Context: an optimization exercise on an open-source flow, tuned for small area, a short achievable clock period and few clock cycles per item. The choices shown serve that exercise and are no tape-out recipe. Only simulation tests tie the RTL to the original design; equivalence was not proved.

<file path="flow/design.v">
package mlcg_pkg;
    localparam int unsigned VAL_W = 31;
    localparam int unsigned CNT_W = 4;
    localparam int unsigned MAX_CATEGORIES = 8;
    localparam logic [1:0] FUNC_UNIFORM = 2'd0;
    localparam logic [1:0] FUNC_CATEG = 2'd1;
    localparam logic [1:0] FUNC_BERN = 2'd2;
    localparam logic [1:0] FUNC_LOAD = 2'd3;
    localparam logic [1:0] REG_SEED = 2'd0;
    localparam logic [1:0] REG_THRESH = 2'd1;
    localparam logic [1:0] REG_COUNT = 2'd2;
endpackage
module mlcg_wram (
    input  logic              aclk,
    input  logic              aresetn,
    input  logic              we,
    input  logic [2:0]        waddr,
    input  logic [30:0]       wdata,
    output logic [4*31-1:0]   we_flat,
    output logic [4*32-1:0]   u_flat
);
    logic [30:0] w_even [4];
    logic [31:0] u_pair [4];
    logic [1:0]  j;
    logic        odd;
    logic [31:0] opa, opb, cs_s, cs_m, cs_c, u_new;
    logic        ld_pend;
    logic [2:0]  ld_idx;
    logic [30:0] ld_val;
    always_ff @(posedge aclk) begin
        if (!aresetn) begin
            ld_pend <= 1'b0;
        end else begin
            ld_pend <= we;
        end
        ld_idx <= waddr;
        ld_val <= wdata;
    end
    assign j   = ld_idx[2:1];
    assign odd = ld_idx[0];
    assign opa   = odd ? {1'b0, w_even[j]} : u_pair[j];
    assign opb   = odd ? 32'd0 : ~{1'b0, w_even[j]};
    assign cs_s  = {1'b0, ld_val} ^ opa ^ opb;
    assign cs_m  = ({1'b0, ld_val} & opa) | ({1'b0, ld_val} & opb) | (opa & opb);
    assign cs_c  = {cs_m[30:0], !odd};
    assign u_new = cs_s + cs_c;
    for (genvar k = 0; k < 4; k++) begin : g_pair
        always_ff @(posedge aclk) begin
            if (ld_pend && j == 2'(k)) begin
                u_pair[k] <= u_new;
                if (!odd) begin
                    w_even[k] <= ld_val;
                end
            end
        end
        assign we_flat[31*k +: 31] = w_even[k];
        assign u_flat[32*k +: 32]  = u_pair[k];
    end
endmodule
module mlcg_step (
    input  logic [30:0] x,
    output logic [30:0] y
);
    logic [30:0] t0, t1, t2, t3, t4, t5;
    logic [30:0] s1, c1, s2, c2, s3, c3, s4, c4;
    logic [30:0] m1, m2, m3, m4;
    assign t0 = {x[16:0], x[30:17]};
    assign t1 = {x[21:0], x[30:22]};
    assign t2 = ~{x[23:0], x[30:24]};
    assign t3 = {x[25:0], x[30:26]};
    assign t4 = {x[27:0], x[30:28]};
    assign t5 = ~x;
    assign s1 = t0 ^ t1 ^ t2;
    assign m1 = (t0 & t1) | (t0 & t2) | (t1 & t2);
    assign c1 = {m1[29:0], m1[30]};
    assign s2 = t3 ^ t4 ^ t5;
    assign m2 = (t3 & t4) | (t3 & t5) | (t4 & t5);
    assign c2 = {m2[29:0], m2[30]};
    assign s3 = s1 ^ c1 ^ s2;
    assign m3 = (s1 & c1) | (s1 & s2) | (c1 & s2);
    assign c3 = {m3[29:0], m3[30]};
    assign s4 = s3 ^ c3 ^ c2;
    assign m4 = (s3 & c3) | (s3 & c2) | (c3 & c2);
    assign c4 = {m4[29:0], m4[30]};
    logic [30:0] gp [6];
    logic [30:0] pp [6];
    logic [30:0] cy;
    always_comb begin
        gp[0] = s4 & c4;
        pp[0] = s4 ^ c4;
        for (int l = 0; l < 5; l++) begin
            for (int i = 0; i < 31; i++) begin
                gp[l+1][i] = gp[l][i] | (pp[l][i] & gp[l][(i + 31 - (1 << l)) % 31]);
                pp[l+1][i] = pp[l][i] & pp[l][(i + 31 - (1 << l)) % 31];
            end
        end
        for (int i = 0; i < 31; i++) begin
            cy[i] = gp[5][(i + 30) % 31] | pp[5][(i + 30) % 31];
        end
    end
    assign y = pp[0] ^ cy;
endmodule
module mlcg_catsel (
    input  logic [30:0]      x,
    input  logic [4*31-1:0]  we_flat,
    input  logic [4*32-1:0]  u_flat,
    input  logic [3:0]       count,
    output logic [3:0]       cat
);
    logic [32:0] nx;
    logic [32:0] wz [4];
    logic [32:0] uz [4];
    logic [32:0] es [3:8];
    logic [32:0] ec [3:8];
    logic [32:0] em [3:8];
    logic [32:0] esum [3:8];
    logic [8:1]  neg, lt;
    logic [3:0]  n;
    assign n  = (count > 4'd8) ? 4'd8 : count;
    assign nx = ~{2'b00, x};
    always_comb begin
        for (int k = 0; k < 4; k++) begin
            wz[k] = {2'b00, we_flat[31*k +: 31]};
            uz[k] = {1'b0, u_flat[32*k +: 32]};
        end
        es[3] = uz[0] ^ nx ^ wz[1];
        em[3] = (uz[0] & nx) | (uz[0] & wz[1]) | (nx & wz[1]);
        ec[3] = {em[3][31:0], 1'b1};
        es[4] = uz[0] ^ nx ^ uz[1];
        em[4] = (uz[0] & nx) | (uz[0] & uz[1]) | (nx & uz[1]);
        ec[4] = {em[4][31:0], 1'b1};
        for (int k = 5; k <= 8; k++) begin
            es[k] = es[2*((k-1)/2)] ^ ec[2*((k-1)/2)] ^ ((k % 2) ? wz[(k-1)/2] : uz[(k-1)/2]);
            em[k] = (es[2*((k-1)/2)] & ec[2*((k-1)/2)])
                  | (es[2*((k-1)/2)] & ((k % 2) ? wz[(k-1)/2] : uz[(k-1)/2]))
                  | (ec[2*((k-1)/2)] & ((k % 2) ? wz[(k-1)/2] : uz[(k-1)/2]));
            ec[k] = {em[k][31:0], 1'b0};
        end
        neg[1] = we_flat[30:0] < x;
        neg[2] = u_flat[31:0] < {1'b0, x};
        for (int k = 3; k <= 8; k++) begin
            esum[k] = es[k] + ec[k];
            neg[k]  = esum[k][32];
        end
        lt[1] = neg[1] && (n > 4'd0);
        for (int k = 2; k <= 8; k++) begin
            lt[k] = lt[k-1] && neg[k] && (n >= 4'(k));
        end
        cat = 4'd1;
        for (int k = 1; k <= 8; k++) begin
            if (lt[k]) cat = 4'(k + 1);
        end
    end
endmodule
module minimal_standard_lcg_sampler (
    input  logic                        aclk,
    input  logic                        aresetn,
    input  logic                        psel,
    input  logic                        penable,
    input  logic                        pwrite,
    input  logic [3:0]                  paddr,
    input  logic [31:0]                 pwdata,
    output logic [31:0]                 prdata,
    output logic                        pready,
    input  logic                        s_valid,
    output logic                        s_ready,
    input  logic [1:0]                  s_func,
    input  logic [2:0]                  s_entry_index,
    input  logic [mlcg_pkg::VAL_W-1:0]  s_weight_value,
    output logic                        m_valid,
    input  logic                        m_ready,
    output logic [mlcg_pkg::VAL_W-1:0]  m_random_value,
    output logic [3:0]                  m_category,
    output logic                        m_flag
);
    logic [30:0]     seed_reg, thresh_reg;
    logic [3:0]      count_reg;
    logic            cfg_we, seed_we;
    logic [1:0]      reg_idx;
    logic [30:0]     x_reg, x_step, m_value_reg;
    logic            b_valid;
    logic [1:0]      b_func;
    logic            m_valid_reg, m_flag_reg;
    logic [3:0]      m_cat_reg, cat;
    logic            adv, accept, step, load;
    logic [4*31-1:0] we_flat;
    logic [4*32-1:0] u_flat;
    assign pready  = 1'b1;
    assign reg_idx = paddr[3:2];
    assign cfg_we  = psel && penable && pwrite;
    assign seed_we = cfg_we && (reg_idx == mlcg_pkg::REG_SEED);
    always_ff @(posedge aclk) begin
        if (!aresetn) begin
            seed_reg   <= 31'd1;
            thresh_reg <= '0;
            count_reg  <= '0;
        end else if (cfg_we) begin
            case (reg_idx)
                mlcg_pkg::REG_SEED:   seed_reg   <= pwdata[30:0];
                mlcg_pkg::REG_THRESH: thresh_reg <= pwdata[30:0];
                mlcg_pkg::REG_COUNT:  count_reg  <= pwdata[3:0];
                default: ;
            endcase
        end
    end
    always_comb begin
        case (reg_idx)
            mlcg_pkg::REG_SEED:   prdata = {1'b0, seed_reg};
            mlcg_pkg::REG_THRESH: prdata = {1'b0, thresh_reg};
            mlcg_pkg::REG_COUNT:  prdata = {28'd0, count_reg};
            default:              prdata = '0;
        endcase
    end
    assign adv     = !m_valid_reg || m_ready;
    assign s_ready = !b_valid || adv;
    assign accept  = s_valid && s_ready;
    assign step    = accept && (s_func != mlcg_pkg::FUNC_LOAD);
    assign load    = accept && (s_func == mlcg_pkg::FUNC_LOAD);
    mlcg_step u_step (
        .x (x_reg),
        .y (x_step)
    );
    always_ff @(posedge aclk) begin
        if (!aresetn) begin
            x_reg <= 31'd1;
        end else if (seed_we) begin
            x_reg <= pwdata[30:0];
        end else if (step) begin
            x_reg <= x_step;
        end
    end
    mlcg_wram u_wram (
        .aclk   (aclk),
        .aresetn(aresetn),
        .we     (load),
        .waddr  (s_entry_index),
        .wdata  (s_weight_value),
        .we_flat(we_flat),
        .u_flat (u_flat)
    );
    mlcg_catsel u_cat (
        .x      (x_reg),
        .we_flat(we_flat),
        .u_flat (u_flat),
        .count  (count_reg),
        .cat    (cat)
    );
    always_ff @(posedge aclk) begin
        if (!aresetn) begin
            b_valid     <= 1'b0;
            m_valid_reg <= 1'b0;
        end else begin
            if (s_ready) begin
                b_valid <= s_valid;
            end
            if (adv) begin
                m_valid_reg <= b_valid;
            end
        end
        if (s_ready) begin
            b_func <= s_func;
        end
        if (adv && b_valid) begin
            m_value_reg <= x_reg;
            m_cat_reg   <= (b_func == mlcg_pkg::FUNC_CATEG) ? cat : 4'd0;
            m_flag_reg  <= (b_func == mlcg_pkg::FUNC_BERN) && (x_reg <= thresh_reg);
        end
    end
    assign m_valid        = m_valid_reg;
    assign m_random_value = m_value_reg;
    assign m_category     = m_cat_reg;
    assign m_flag         = m_flag_reg;
endmodule
</file>
<file path="flow/run.sh">
#!/bin/bash
# synth_recipe.tcl (not shown) runs the flow's synth.tcl, then flattens the netlist and writes it again
# the make line also repeats each setting of config.mk as NAME=value (left out here)
make -C /OpenROAD-flow-scripts/flow DESIGN_CONFIG=/design/flow/config.mk WORK_HOME=/design/flow/orfs CLKGATE_MAP_FILE= SYNTH_SCRIPT=/design/flow/synth_recipe.tcl finish
</file>
<file path="flow/config.mk">
export PLATFORM = sky130hd
export DESIGN_NAME = minimal_standard_lcg_sampler
export DESIGN_NICKNAME = minimal_standard_lcg_sampler
export VERILOG_FILES = /design/flow/design.v
export SDC_FILE = /design/flow/constraint.sdc
export NUM_CORES = 4
export LEC_CHECK = 0
export ABC_AREA = 1
export CAP_MARGIN = 20
export CORE_MARGIN = 2
export CORE_UTILIZATION = 55
export CTS_CLUSTER_DIAMETER = 100
export CTS_CLUSTER_SIZE = 22
export GPL_ROUTABILITY_DRIVEN = 0
export SETUP_SLACK_MARGIN = 3.5
export SLEW_MARGIN = 20
</file>
<file path="flow/constraint.sdc">
create_clock -name core_clock -period 8.0 [get_ports {aclk}]
set_input_delay 1.6000 -clock core_clock [delete_from_list [all_inputs] [get_ports {aclk}]]
set_output_delay 1.6000 -clock core_clock [all_outputs]
set_load 0.01 [all_outputs]
</file>
==> reports/results.ini, run 1 <==
[detailed_routing]
post_drt_wl_per_cell_um=23.2
number_of_search_and_repair_iterations_in_the_first_detailed_routing_pass=6
vias_per_cell=5.83
num_vias=27700
antenna_violating_nets_remaining=0
drt_wirelength_um=110000
first_iter_violations=2655
detail_route.drc_violations=0

[global_routing]
grt_first_pass_wirelength_um=164000
grt-ovfl-total=0
antenna_found_initial=0
globalRouteTotalUtil_pct=34.4
pin_count_of_the_biggest_net_entering_global_routing=63
first_global_vias=27500

[sta]
grt_setup_unrepaired=true
setup_total_negative_slack_ns=0
final.min_clock_period_ns=4.45
report.final.setup_viol=0
slew_headroom_pct=37.7
worst_clock_skew_ns=0.0289
timing_hold_violations_final=0
fmax_mhz=225
maxSlewViolCount=0
tightestPinTransition_ns=0.926
post-route-period-util_pct=55.6

[clock_network]
cts-hold-fix-buffers=0
cts_tree=done
tritoncts.num_buffers=26
master_cell_of_the_clock_root_buffer=sky130_fd_sc_hd__clkbuf_16
clock_insertion_delay_worst_skew_ns=0.61
clock_tree_buffer_depth=3
cts_htree_levels=1
tritoncts_num_sinks=424
clkTransAtPathRegs_ns=0.09

[yosys]
postSynthRegisterBits=424
synthArstFlopShare_pct=0
syn-instance-count=3662
ys_top_cells_by_area=sky130_fd_sc_hd__edfxtp_1, sky130_fd_sc_hd__fa_1, sky130_fd_sc_hd__ha_1
synth_area_per_cell_sq_um=9.28
synth_top_flop_cell=sky130_fd_sc_hd__edfxtp_1
synth_enable_flop_cells=290
synth_sequential_area_ratio_pct=33.5
netlist.area_leader.share_pct=25.6
synth.largest_area_cell=sky130_fd_sc_hd__edfxtp_1
postSynthNetCount=4420
post_synth_num_cell_types=55
netlist_area_sq_mm=0.0340
synthesis.yosys.warnings=14

[place]
buffer_ports.inserted=144
dp_hpwl_um=84700

[setup_path]
r2r.worst_path.cells=17
worst-path-max-fanout=9
worst-endpoint-arrival_ns=2.85
timing.critical_path.slowest_cell_delay_ns=0.30
rrSetupSlack_ns=3.55
critical_path_required_ns=6.40
critical-path-top-delay-family=buffers and inverters
path_buf_inv=5
timing.critical_path.mode_cell=sky130_fd_sc_hd__buf_4
critPathSlowestCell=sky130_fd_sc_hd__dlygate4sd2_1
path_class=input port to primary output
crit_path_start_kind=input port
reg2reg_from=x_reg[1]
regToRegEndpoint=x_reg[22]
worstPathCellList=dlygate4sd2_1 -> nor2_4 -> buf_4 -> clkinvlp_4 -> buf_4 -> o221ai_2 -> clkdlybuf4s15_2
setup.worst_path.end_class=primary output

[worst_hold_path]
min_delay_path_depth=2
hp-start=seed_reg[5]
holdPathEnd=seed_reg[5]
hold_path_class=flop to flop

[flow_run]
timing.max_cap.violations=0

[floorplanning]
core_sq_mm=0.0614
floorplan.io_pins=150
floorplan.rows=91
chipHeight_um=253
die-width_um=253
die_area_sq_mm=0.0638
effective_utilization_at_floorplan_pct=55.4

[layout]
largest_register=u_wram.u_pair
flip_flop_count_of_the_largest_register_all_copies_and_words_added=128
reg.largest.list=u_wram.u_pair x128, u_wram.w_even x124
diodes=0
syn_to_final_growth_pct=16.4
num-nets-final=4691
drive_gt1_share_pct=12.8

[run_status]
outcome=complete, no violations

## layout by cell type, fill, tap and decap left out, types with 23 or more instances in the layout
master                            Yosys  layout
sky130_fd_sc_hd__a31oi_1             43      41
sky130_fd_sc_hd__clkbuf_16            0      27
sky130_fd_sc_hd__edfxtp_1           290     290
sky130_fd_sc_hd__a21oi_2              3      44
sky130_fd_sc_hd__nand3_1             38      34
sky130_fd_sc_hd__a221oi_1            31      31
sky130_fd_sc_hd__nand2_1            630     619
sky130_fd_sc_hd__nor2_1             251     208
sky130_fd_sc_hd__inv_1              671     644
sky130_fd_sc_hd__buf_4                2     150
sky130_fd_sc_hd__a21oi_1            320     276
sky130_fd_sc_hd__o21ai_1             15      61
sky130_fd_sc_hd__nor2_2               4      35
sky130_fd_sc_hd__nand4_1             28      28
sky130_fd_sc_hd__clkinvlp_4           0      25
sky130_fd_sc_hd__fa_1               340     333
sky130_fd_sc_hd__o211ai_1            29      29
sky130_fd_sc_hd__clkdlybuf4s50_1      0     111
sky130_fd_sc_hd__ha_1               339     311
sky130_fd_sc_hd__o21ai_0            244     177
sky130_fd_sc_hd__o21ai_2              3      23
sky130_fd_sc_hd__dfxtp_1            134     111
## worst reg2reg max path, delay by kind of cell, from the launching register on
kind	cells	cell delay, ns
buf+inv	4	0.46
simple gates	6	0.90
compound gates	2	0.23
fa+ha+maj	4	2.07
xor+xnor	1	0.26
flops	1	0.44
## what timing repair did
| item | CTS | global route |
|---|---|---|
| pin swaps | 3 | 32 |
| setup buffers | 50 | 70 |
| gates cloned | 2 | 1 |
| resized for setup | 207 | 254 |
| setup endpoints to repair | 170 | 125 |
## cells by family (layout without fill, tap and decap cells)
group | Yosys count | after routing | share of synthesized area, %
other | 2 | 2 | 0.0221
XOR/XNOR | 42 | 42 | 1.08
AO/OA/AOI/OAI | 761 | 761 | 12.7
AND/OR/NAND/NOR | 1003 | 1003 | 11.8
flip-flops | 424 | 424 | 33.5
buffers and inverters | 751 | 1042 | 8.35
adder cells (fa/ha/maj) | 679 | 679 | 32.5
## layer usage
| metal | global-route usage [%] | routed length, um |
|---|---|---|
| met3 | 5.13 | 9610 |
| met1 | 47.6 | 45200 |
| met4 | 13.3 | 5290 |
| met2 | 55.1 | 49900 |
| met5 | 0 | 0 |
## how the worst max path moves through the flow
stage                      from                   end  depth (start not counted)
4_1_cts               x_reg[24]             x_reg[22]                         18
6_report               paddr[3]             prdata[1]                          7
3_5_place_dp   u_wram.ld_idx[1]  u_wram.u_pair[0][28]                         19
2_1_floorplan  u_wram.ld_idx[1]  u_wram.u_pair[0][30]                         25
3_3_place_gp   u_wram.ld_idx[1]  u_wram.u_pair[1][28]                         19
5_1_grt                x_reg[1]             x_reg[22]                         17
## cell usage after synthesis, types with 31 or more instances
| cell type | n |
|---|---|
| sky130_fd_sc_hd__ha_1 | 339 |
| sky130_fd_sc_hd__fa_1 | 340 |
| sky130_fd_sc_hd__a221oi_1 | 31 |
| sky130_fd_sc_hd__a21oi_1 | 320 |
| sky130_fd_sc_hd__inv_1 | 671 |
| sky130_fd_sc_hd__nand3_1 | 38 |
| sky130_fd_sc_hd__dfxtp_1 | 134 |
| sky130_fd_sc_hd__a31oi_1 | 43 |
| sky130_fd_sc_hd__edfxtp_1 | 290 |
| sky130_fd_sc_hd__nor2_1 | 251 |
| sky130_fd_sc_hd__clkbuf_1 | 60 |
| sky130_fd_sc_hd__o21ai_0 | 244 |
| sky130_fd_sc_hd__nand2_1 | 630 |
## layout make-up
class | count | area [sq um]
tap | 790 | 988
timing repair buffer | 315 | 2920
fill | 5113 | 21800
clock buffer | 42 | 742
sequential | 424 | 11500
multi-input combinational | 2487 | 20700
timing repair inverter | 2 | 16.3
inverter | 677 | 2660
clock inverter | 6 | 101
## through the flow
step | std cells | utilization, % | area, sq um | worst slack (ns) | hold slack [ns]
6_report | 4743 | 64.5 | 39600 | 3.55 | 0.468
3_5_place_dp | 4572 | 59.6 | 36600 | 2.34 | 0.453
4_1_cts | 4672 | 62.2 | 38200 | 3.43 | 0.468
5_1_grt | 4743 | 64.5 | 39600 | 3.37 | 0.489
2_1_floorplan | 3662 | - | 34000 | 4.12 | 0.441
3_3_place_gp | 4572 | 59.6 | 36600 | 2.39 | 0.448
Testbench counts, summed over its fixed seeds: cycles 16,064, items 16,000.
==> inputs of run 2 (changes only) <==
--- a/flow/config.mk
+++ b/flow/config.mk
@@ -11,5 +11,4 @@
 export CORE_UTILIZATION = 55
-export CTS_CLUSTER_DIAMETER = 100
-export CTS_CLUSTER_SIZE = 22
-export GPL_ROUTABILITY_DRIVEN = 0
+export CTS_CLUSTER_DIAMETER = 110
+export CTS_CLUSTER_SIZE = 26
 export SETUP_SLACK_MARGIN = 3.5
==> run 2 against run 1 <==
Still clean on timing, DRC and antenna. Clock skew increased by 0.0090 ns. Critical path depth increased by 11. Worst setup slack got worse by 0.021 ns. Area after synthesis unchanged. First-iteration DRC count decreased by 4.9%. Synthesized cell count unchanged. Sequential cell count unchanged. Routed wire length increased by 6.2%. Fmax decreased by 0.47%. Critical path type is now flop to flop. Highest routed layer unchanged.
==> reports/results.ini, run 2 <==
[detailed_routing]
first_iter_violations=2524
top_layer_used=met4
wl_met1_um=48000
drt_wirelength_um=117000
detail_route.drc_violations=0
number_of_search_and_repair_iterations_in_the_first_detailed_routing_pass=6
wl_met2_um=53200
antenna_violating_nets_remaining=0
routed-wl-met3_um=9710
num_vias=27800
post_drt_wl_per_cell_um=24.7
vias_per_cell=5.88

[layout]
post_layout_nonfiller_instances=4726
final_cell_area_sq_mm=0.0399
drive_gt1_share_pct=13.6
flip_flop_count_of_the_largest_register_all_copies_and_words_added=128
leading_cell_type_in_the_layout_fill_and_taps_excluded=sky130_fd_sc_hd__inv_1
commonest_cells_after_routing_fill_and_taps_aside=sky130_fd_sc_hd__inv_1, sky130_fd_sc_hd__nand2_1, sky130_fd_sc_hd__fa_1
layout.core_utilization_pct=65.0
num-nets-final=4678
diodes=0
reg.largest.list=u_wram.u_pair x128, u_wram.w_even x124
syn_to_final_growth_pct=17.4
largest_register=u_wram.u_pair

[clock_network]
cts_htree_levels=1
cts_tree=done
cts-hold-fix-buffers=0
tritoncts.num_buffers=23
master_cell_of_the_clock_root_buffer=sky130_fd_sc_hd__clkbuf_16
clock_insertion_delay_worst_skew_ns=0.61
clkTransAtPathRegs_ns=0.11
clock_tree_buffer_depth=3
tritoncts_num_sinks=424

[yosys]
synthesis.yosys.warnings=14
synth.largest_area_cell=sky130_fd_sc_hd__edfxtp_1
ys_top_cells_by_area=sky130_fd_sc_hd__edfxtp_1, sky130_fd_sc_hd__fa_1, sky130_fd_sc_hd__ha_1
synth_enable_flop_cells=290
synthTopCellsByCount=sky130_fd_sc_hd__inv_1, sky130_fd_sc_hd__nand2_1, sky130_fd_sc_hd__fa_1
synth_area_per_cell_sq_um=9.28
syn-instance-count=3662
synth_top_flop_cell=sky130_fd_sc_hd__edfxtp_1
synth_sequential_area_ratio_pct=33.5
postSynthNetCount=4420
synthArstFlopShare_pct=0
netlist_area_sq_mm=0.0340
yosysMostFrequentCell=sky130_fd_sc_hd__inv_1
post_synth_num_cell_types=55
postSynthRegisterBits=424
netlist.area_leader.share_pct=25.6

[worst_hold_path]
hold_path_class=flop to flop
holdPathEnd=seed_reg[15]
min_delay_path_depth=2
hp-start=seed_reg[15]

[setup_path]
rrSetupSlack_ns=3.53
r2r.worst_path.cells=18
timing.critical_path.mode_cell=sky130_fd_sc_hd__fa_1
reg2reg_from=x_reg[12]
path_class=flop to flop
critPathSlowestCell=sky130_fd_sc_hd__fa_1
worst-endpoint-arrival_ns=4.92
timing.critical_path.slowest_cell_delay_ns=0.56
worstPathCellList=buf_4 -> fa_1 -> fa_1 -> fa_1 -> inv_1 -> ha_4 -> nand2_1 -> nand2_1 -> inv_1 -> nor2_1 -> nor2_2 -> o21ai_2 -> o21bai_4 -> nor2_4 -> o21ai_4 -> a21oi_1 -> o21ai_1 -> a31oi_1
crit_path_start_kind=flop
setup.worst_path.end_class=flop
path_buf_inv=3
worst-path-max-fanout=7
critical-path-top-delay-family=adder cells
critical_path_required_ns=8.45
regToRegEndpoint=x_reg[11]

[sta]
timing_hold_violations_final=0
worst_clock_skew_ns=0.0379
post-route-period-util_pct=55.8
report.final.setup_viol=0
tightestPinTransition_ns=0.971
grt_setup_unrepaired=true
maxSlewViolCount=0
setup_total_negative_slack_ns=0
fmax_mhz=224
final.min_clock_period_ns=4.47
slew_headroom_pct=35.2

[floorplanning]
effective_utilization_at_floorplan_pct=55.4
core_sq_mm=0.0614
floorplan.rows=91
die_area_sq_mm=0.0638
chipHeight_um=253
die-width_um=253
floorplan.io_pins=150

[global_routing]
first_global_vias=28000
grt-ovfl-total=0
globalRouteTotalUtil_pct=36.5
grt_first_pass_wirelength_um=171000
antenna_found_initial=1
pin_count_of_the_biggest_net_entering_global_routing=52

[flow_run]
timing.max_cap.violations=0

[run_status]
outcome=complete, no violations

[place]
placement.cell_area_sq_mm=0.0366
dp_hpwl_um=90500
place.detailed.instances=4578
buffer_ports.inserted=144
finalWeightedCongestion=1.04

-- run 2: area by class of cell --
cell class	count	area, sq um
clock buffers	33	634
clock inverters	8	143
fillers	5035	21500
inverters	677	2690
multi-input cells	2487	21000
flip-flops and latches	424	11400
well taps	790	988
repair buffers	306	2970
repair inverters	1	7.51
-- run 2: metal layers --
layer | GRT usage, % | vias to the layer above
li1 | - | 12500
met3 | 5.40 | 250
met1 | 50.0 | 13600
met2 | 58.2 | 1364
met5 | 0 | -
met4 | 15.5 | 0
-- run 2: metrics by stage --
stage	hold WS, ns	setup WS (ns)
6_report	0.469	3.53
4_1_cts	0.468	3.46
5_1_grt	0.484	3.38
3_3_place_gp	0.448	2.34
2_1_floorplan	0.441	4.12
3_5_place_dp	0.452	2.32
-- run 2: kinds of logic (layout without fill, tap and decap cells) --
kind of cell,after synthesis,count (layout),share of synthesized area [%]
compound gates,761,761,12.7
other cells,2,2,0.0221
xor+xnor,42,42,1.08
simple gates,1003,1003,11.8
buf+inv,751,1025,8.35
fa+ha+maj,679,679,32.5
flops,424,424,33.5
-- run 2: worst min-delay path: cells and delay by family, from the launching register on --
| family | cells | cell delay [ns] |
|---|---|---|
| flops | 1 | 0.32 |
| compound gates | 1 | 0.05 |
| simple gates | 1 | 0.06 |
-- run 2: worst max path at each step --
stage               cells after the start                   end              from
floorplan                              25  u_wram.u_pair[0][30]  u_wram.ld_idx[1]
global placement                       17             x_reg[18]          x_reg[0]
CTS                                    19             x_reg[29]          x_reg[1]
global route                           18              x_reg[3]         x_reg[21]
detailed placement                     19  u_wram.u_pair[2][31]  u_wram.ld_idx[1]
finish                                 18             x_reg[11]         x_reg[12]
-- run 2: what timing repair did --
item / CTS / global route
setup endpoints to repair: 166 / 134
gates cloned: 2 / 1
setup buffers: 57 / 47
pin swaps: 11 / 46
gates resized for setup: 291 / 243
==> inputs of run 3 (changes only) <==
--- a/flow/design.v
+++ b/flow/design.v
@@ -184,3 +184,9 @@
     logic [3:0]      m_cat_reg, cat;
-    logic            adv, accept, step, load;
+    logic            k_valid, k_flag;
+    logic [3:0]      k_cat;
+    logic [30:0]     k_value;
+    logic            b_adv, pop, b_flag;
+    logic [3:0]      b_cat;
+    logic            accept, step, load;
+    logic [31:0]     prdata_next;
     logic [4*31-1:0] we_flat;
@@ -207,10 +213,14 @@
         case (reg_idx)
-            mlcg_pkg::REG_SEED:   prdata = {1'b0, seed_reg};
-            mlcg_pkg::REG_THRESH: prdata = {1'b0, thresh_reg};
-            mlcg_pkg::REG_COUNT:  prdata = {28'd0, count_reg};
-            default:              prdata = '0;
+            mlcg_pkg::REG_SEED:   prdata_next = {1'b0, seed_reg};
+            mlcg_pkg::REG_THRESH: prdata_next = {1'b0, thresh_reg};
+            mlcg_pkg::REG_COUNT:  prdata_next = {28'd0, count_reg};
+            default:              prdata_next = '0;
         endcase
     end
-    assign adv     = !m_valid_reg || m_ready;
-    assign s_ready = !b_valid || adv;
+    always_ff @(posedge aclk) begin
+        prdata <= prdata_next;
+    end
+    assign pop     = m_valid_reg && m_ready;
+    assign b_adv   = b_valid && !k_valid;
+    assign s_ready = !b_valid || !k_valid;
     assign accept  = s_valid && s_ready;
@@ -247,2 +257,4 @@
     );
+    assign b_cat  = (b_func == mlcg_pkg::FUNC_CATEG) ? cat : 4'd0;
+    assign b_flag = (b_func == mlcg_pkg::FUNC_BERN) && (x_reg <= thresh_reg);
     always_ff @(posedge aclk) begin
@@ -251,2 +263,3 @@
             m_valid_reg <= 1'b0;
+            k_valid     <= 1'b0;
         end else begin
@@ -255,5 +268,4 @@
             end
-            if (adv) begin
-                m_valid_reg <= b_valid;
-            end
+            m_valid_reg <= b_adv || k_valid || (m_valid_reg && !pop);
+            k_valid     <= (b_adv && m_valid_reg && !pop) || (k_valid && !pop);
         end
@@ -262,6 +274,11 @@
         end
-        if (adv && b_valid) begin
-            m_value_reg <= x_reg;
-            m_cat_reg   <= (b_func == mlcg_pkg::FUNC_CATEG) ? cat : 4'd0;
-            m_flag_reg  <= (b_func == mlcg_pkg::FUNC_BERN) && (x_reg <= thresh_reg);
+        if (k_valid ? pop : (b_adv && (!m_valid_reg || pop))) begin
+            m_value_reg <= k_valid ? k_value : x_reg;
+            m_cat_reg   <= k_valid ? k_cat   : b_cat;
+            m_flag_reg  <= k_valid ? k_flag  : b_flag;
+        end
+        if (b_adv && m_valid_reg && !pop) begin
+            k_value <= x_reg;
+            k_cat   <= b_cat;
+            k_flag  <= b_flag;
         end
--- a/flow/config.mk
+++ b/flow/config.mk
@@ -11,4 +11,2 @@
 export CORE_UTILIZATION = 55
-export CTS_CLUSTER_DIAMETER = 110
-export CTS_CLUSTER_SIZE = 26
 export SETUP_SLACK_MARGIN = 3.5
==> run 3 against run 2 <==
Still clean on timing, DRC and antenna. Critical path depth rose by 4. Clock-buffer cell count increased by 45. Sequential share of layout area grew 0.48 points. Worst hold slack lost 0.0098 ns. Critical endpoint is now u_wram.u_pair[0][16]. Largest cell class unchanged.
==> reports/results.ini, run 3 <==
[sta]
post-route-period-util_pct=56.4
worst_clock_skew_ns=0.0328
fmax_mhz=222
layout_setup_ws_ns=3.49
tightestPinTransition_ns=1.05
final.min_clock_period_ns=4.51
setup_total_negative_slack_ns=0
maxSlewViolCount=0
grt_setup_unrepaired=true
report.final.setup_viol=0
timing_hold_violations_final=0
slew_headroom_pct=30.1

[global_routing]
globalRouteTotalUtil_pct=37.4
grt_first_pass_wirelength_um=186000
grt-ovfl-total=0
antenna_found_initial=6
pin_count_of_the_biggest_net_entering_global_routing=71
first_global_vias=30700

[setup_path]
path_class=flop to flop
worst-path-max-fanout=5
critical-path-top-delay-family=adder cells
critPathSlowestCell=sky130_fd_sc_hd__xnor2_1
worst-endpoint-arrival_ns=4.86
path_buf_inv=5
reg2reg_from=u_wram.ld_idx[1]
r2r.worst_path.cells=22
cp-endpoint=u_wram.u_pair[0][16]
worstPathCellList=buf_8 -> clkinvlp_4 -> nor2_4 -> inv_4 -> o211ai_1 -> o21ai_1 -> nand2_1 -> o21ai_2 -> fa_1 -> inv_1 -> ha_2 -> inv_1 -> fa_2 -> o21ai_4 -> a21oi_4 -> o21ai_4 -> nand2_2 -> nand2_2 -> nand2_2 -> nand2_4 -> a21boi_4 -> xnor2_1
setup.worst_path.end_class=flop
timing.critical_path.mode_cell=sky130_fd_sc_hd__nand2_2
worst_setup_path_startpoint=u_wram.ld_idx[1]
worst-path-stages=22
crit_path_start_kind=flop
timing.critical_path.slowest_cell_delay_ns=0.58
rrSetupSlack_ns=3.49
critical_path_required_ns=8.34
regToRegEndpoint=u_wram.u_pair[0][16]

[floorplanning]
core_sq_mm=0.0646
die_area_sq_mm=0.0675
effective_utilization_at_floorplan_pct=55.7
floorplan.rows=93
die-width_um=260
chipHeight_um=260
floorplan.io_pins=150

[place]
buffer_ports.inserted=144
placement.cell_area_sq_mm=0.0387
place_ws_ns=2.34
dp_hpwl_um=93600
finalWeightedCongestion=0.999

[layout]
num-nets-final=4932
reg.largest.list=u_wram.u_pair x128, u_wram.w_even x124
filler_cell_count=4823
diodes=0
leading_cell_type_in_the_layout_fill_and_taps_excluded=sky130_fd_sc_hd__inv_1
sequential_cell_area_sq_mm=0.0131
drive_gt1_share_pct=19.8
syn_to_final_growth_pct=25.5
final_cell_area_sq_mm=0.0451
area_of_the_multi_input_gates_sq_mm=0.0222
commonest_cells_after_routing_fill_and_taps_aside=sky130_fd_sc_hd__inv_1, sky130_fd_sc_hd__nand2_1, sky130_fd_sc_hd__fa_1
largest_register=u_wram.u_pair
flip_flop_count_of_the_largest_register_all_copies_and_words_added=128

[yosys]
synthArstFlopShare_pct=0
postSynthNetCount=4536
yosysMostFrequentCell=sky130_fd_sc_hd__inv_1
syn-instance-count=3778
netlist.area_leader.share_pct=27.2
synthesis.yosys.warnings=14
synth_top_flop_cell=sky130_fd_sc_hd__edfxtp_1
postSynthRegisterBits=492
netlist_area_sq_mm=0.0360
ys_top_cells_by_area=sky130_fd_sc_hd__edfxtp_1, sky130_fd_sc_hd__fa_1, sky130_fd_sc_hd__ha_1
synth.largest_area_cell=sky130_fd_sc_hd__edfxtp_1
synth_area_per_cell_sq_um=9.52
synth_enable_flop_cells=326
synth_sequential_area_ratio_pct=36.4
post_synth_num_cell_types=52
synthTopCellsByCount=sky130_fd_sc_hd__inv_1, sky130_fd_sc_hd__nand2_1, sky130_fd_sc_hd__a21oi_1

[clock_network]
tritoncts.num_buffers=54
cts_tree=done
tritoncts_num_sinks=492
master_cell_of_the_clock_root_buffer=sky130_fd_sc_hd__clkbuf_16
clock_insertion_delay_worst_skew_ns=0.64
cts_htree_levels=2
cts-hold-fix-buffers=0
clkTransAtPathRegs_ns=0.06
clock_tree_buffer_depth=3

[detailed_routing]
first_iter_violations=2907
detail_route.drc_violations=0
post_drt_wl_per_cell_um=25.1
antenna_violating_nets_remaining=0
number_of_search_and_repair_iterations_in_the_first_detailed_routing_pass=7
vias_per_cell=5.93
drt_wirelength_um=127000
num_vias=30100

[worst_hold_path]
min_delay_path_depth=2
hold_path_class=flop to flop

[flow_run]
timing.max_cap.violations=0

[run_status]
outcome=complete, no violations

## run 3: cell count changes after synthesis, sizes merged, moves of 7 or more
cell,previous run,this run
a31oi,43,52
edfxtp,290,326
o21ai,263,309
clkbuf,60,72
nand4,29,22
nor2,256,220
dfxtp,134,166
nor3,30,21
nand2,633,640
a21oi,324,351
## run 3: area by class of cell
class,instances,area share (%)
multi-input combinational,2532,49.2
sequential,492,29.1
timing repair buffer,420,8.89
inverter,673,5.92
clock buffer,78,3.62
tap,855,2.37
clock inverter,24,0.820
timing repair inverter,1,0.0111
## run 3: cells by family after synthesis
logic type / Yosys count / synth area share, %
DFF: 492 / 36.4
other: 2 / 0.0209
AOI/OAI and AO/OA: 840 / 13.1
buffers and inverters: 754 / 7.90
adders and majority gates: 679 / 30.7
and+or+nand+nor: 970 / 10.9
xor gates and xnor gates: 41 / 0.998
## run 3: stage by stage
| stage | instances | hold slack [ns] | util [%] |
|---|---|---|---|
| after floorplan | 3778 | 0.429 | - |
| after global placement | 4751 | 0.437 | 59.9 |
| after detailed placement | 4751 | 0.444 | 59.9 |
| after CTS | 4962 | 0.458 | 66.5 |
| after global routing | 5075 | 0.477 | 69.9 |
| final | 5075 | 0.459 | 69.9 |
## run 3: worst min-delay path by stage
stage,start,endpoint,slack (ns)
finish,seed_reg[29],prdata[29],0.46
floorplan,seed_reg[10],prdata[10],0.43
detailed placement,seed_reg[29],prdata[29],0.44
global route,seed_reg[10],seed_reg[10],0.48
global placement,seed_reg[24],prdata[24],0.44
CTS,seed_reg[29],prdata[29],0.46
## run 3: metal layers
metal	up-vias	wire length (um)	global-route usage, %
met4	8	7470	17.7
met1	14900	48600	46.8
met2	1513	60100	62.3
li1	13300	-	-
met5	-	47	0
met3	371	11200	7.81
## run 3: what timing repair did
| item | 4_1_cts | 5_1_grt |
|---|---|---|
| endpoints found under the setup margin | 129 | 110 |
| pin swaps | 22 | 102 |
| resized for setup | 383 | 320 |
| gates cloned | 0 | 2 |
| buffers inserted | 109 | 109 |
## run 3: worst reg2reg max path, cell delays in order (launching register included)
cell,delay [ns]
sky130_fd_sc_hd__dfxtp_2,0.33
sky130_fd_sc_hd__buf_8,0.16
sky130_fd_sc_hd__clkinvlp_4,0.18
sky130_fd_sc_hd__nor2_4,0.22
sky130_fd_sc_hd__inv_4,0.08
sky130_fd_sc_hd__o211ai_1,0.20
sky130_fd_sc_hd__o21ai_1,0.12
sky130_fd_sc_hd__nand2_1,0.12
sky130_fd_sc_hd__o21ai_2,0.09
sky130_fd_sc_hd__fa_1,0.47
sky130_fd_sc_hd__inv_1,0.08
sky130_fd_sc_hd__ha_2,0.19
sky130_fd_sc_hd__inv_1,0.06
sky130_fd_sc_hd__fa_2,0.39
sky130_fd_sc_hd__o21ai_4,0.23
sky130_fd_sc_hd__a21oi_4,0.10
sky130_fd_sc_hd__o21ai_4,0.20
sky130_fd_sc_hd__nand2_2,0.09
sky130_fd_sc_hd__nand2_2,0.08
sky130_fd_sc_hd__nand2_2,0.08
sky130_fd_sc_hd__nand2_4,0.12
sky130_fd_sc_hd__a21boi_4,0.09
sky130_fd_sc_hd__xnor2_1,0.58
Testbench counts of run 3, summed over its fixed seeds: cycles 16,064, items 16,000.

what the ideal ports hide:
In the flow no input, the clock included, has a driving cell. The finished layouts below were timed again as built, in two steps.
Step 1 sets driving cells, clkbuf_16 on the clock port and buf_2 on the other inputs (assumed; they add their load-dependent delay and slew).
Step 2 also shifts input and output timing later by t, the mid clock arrival at the registers, as if the neighbouring blocks saw the same clock.
a / b / c = ideal / step 1 / step 2; a / b = the first two.
run | t, ns | setup slack, ns | worst setup path at the end | worst register clock-pin slew, ns | worst data-port slew with drivers (ns)
run 1 | 0.661 | 3.555 / 3.536 / 3.460 | input to register | 0.10 / 0.10 | 0.04
run 2 | 0.665 | 3.534 / 3.534 / 3.534 | register to register | 0.11 / 0.11 | 0.07
run 3 | 0.690 | 3.486 / 3.486 / 3.486 | register to register | 0.07 / 0.07 | 0.07
After both steps every run listed still meets setup and hold. For run 1, which loses most, drivers alone change the setup slack by -0.019 ns; drivers and shift together by -0.095 ns.
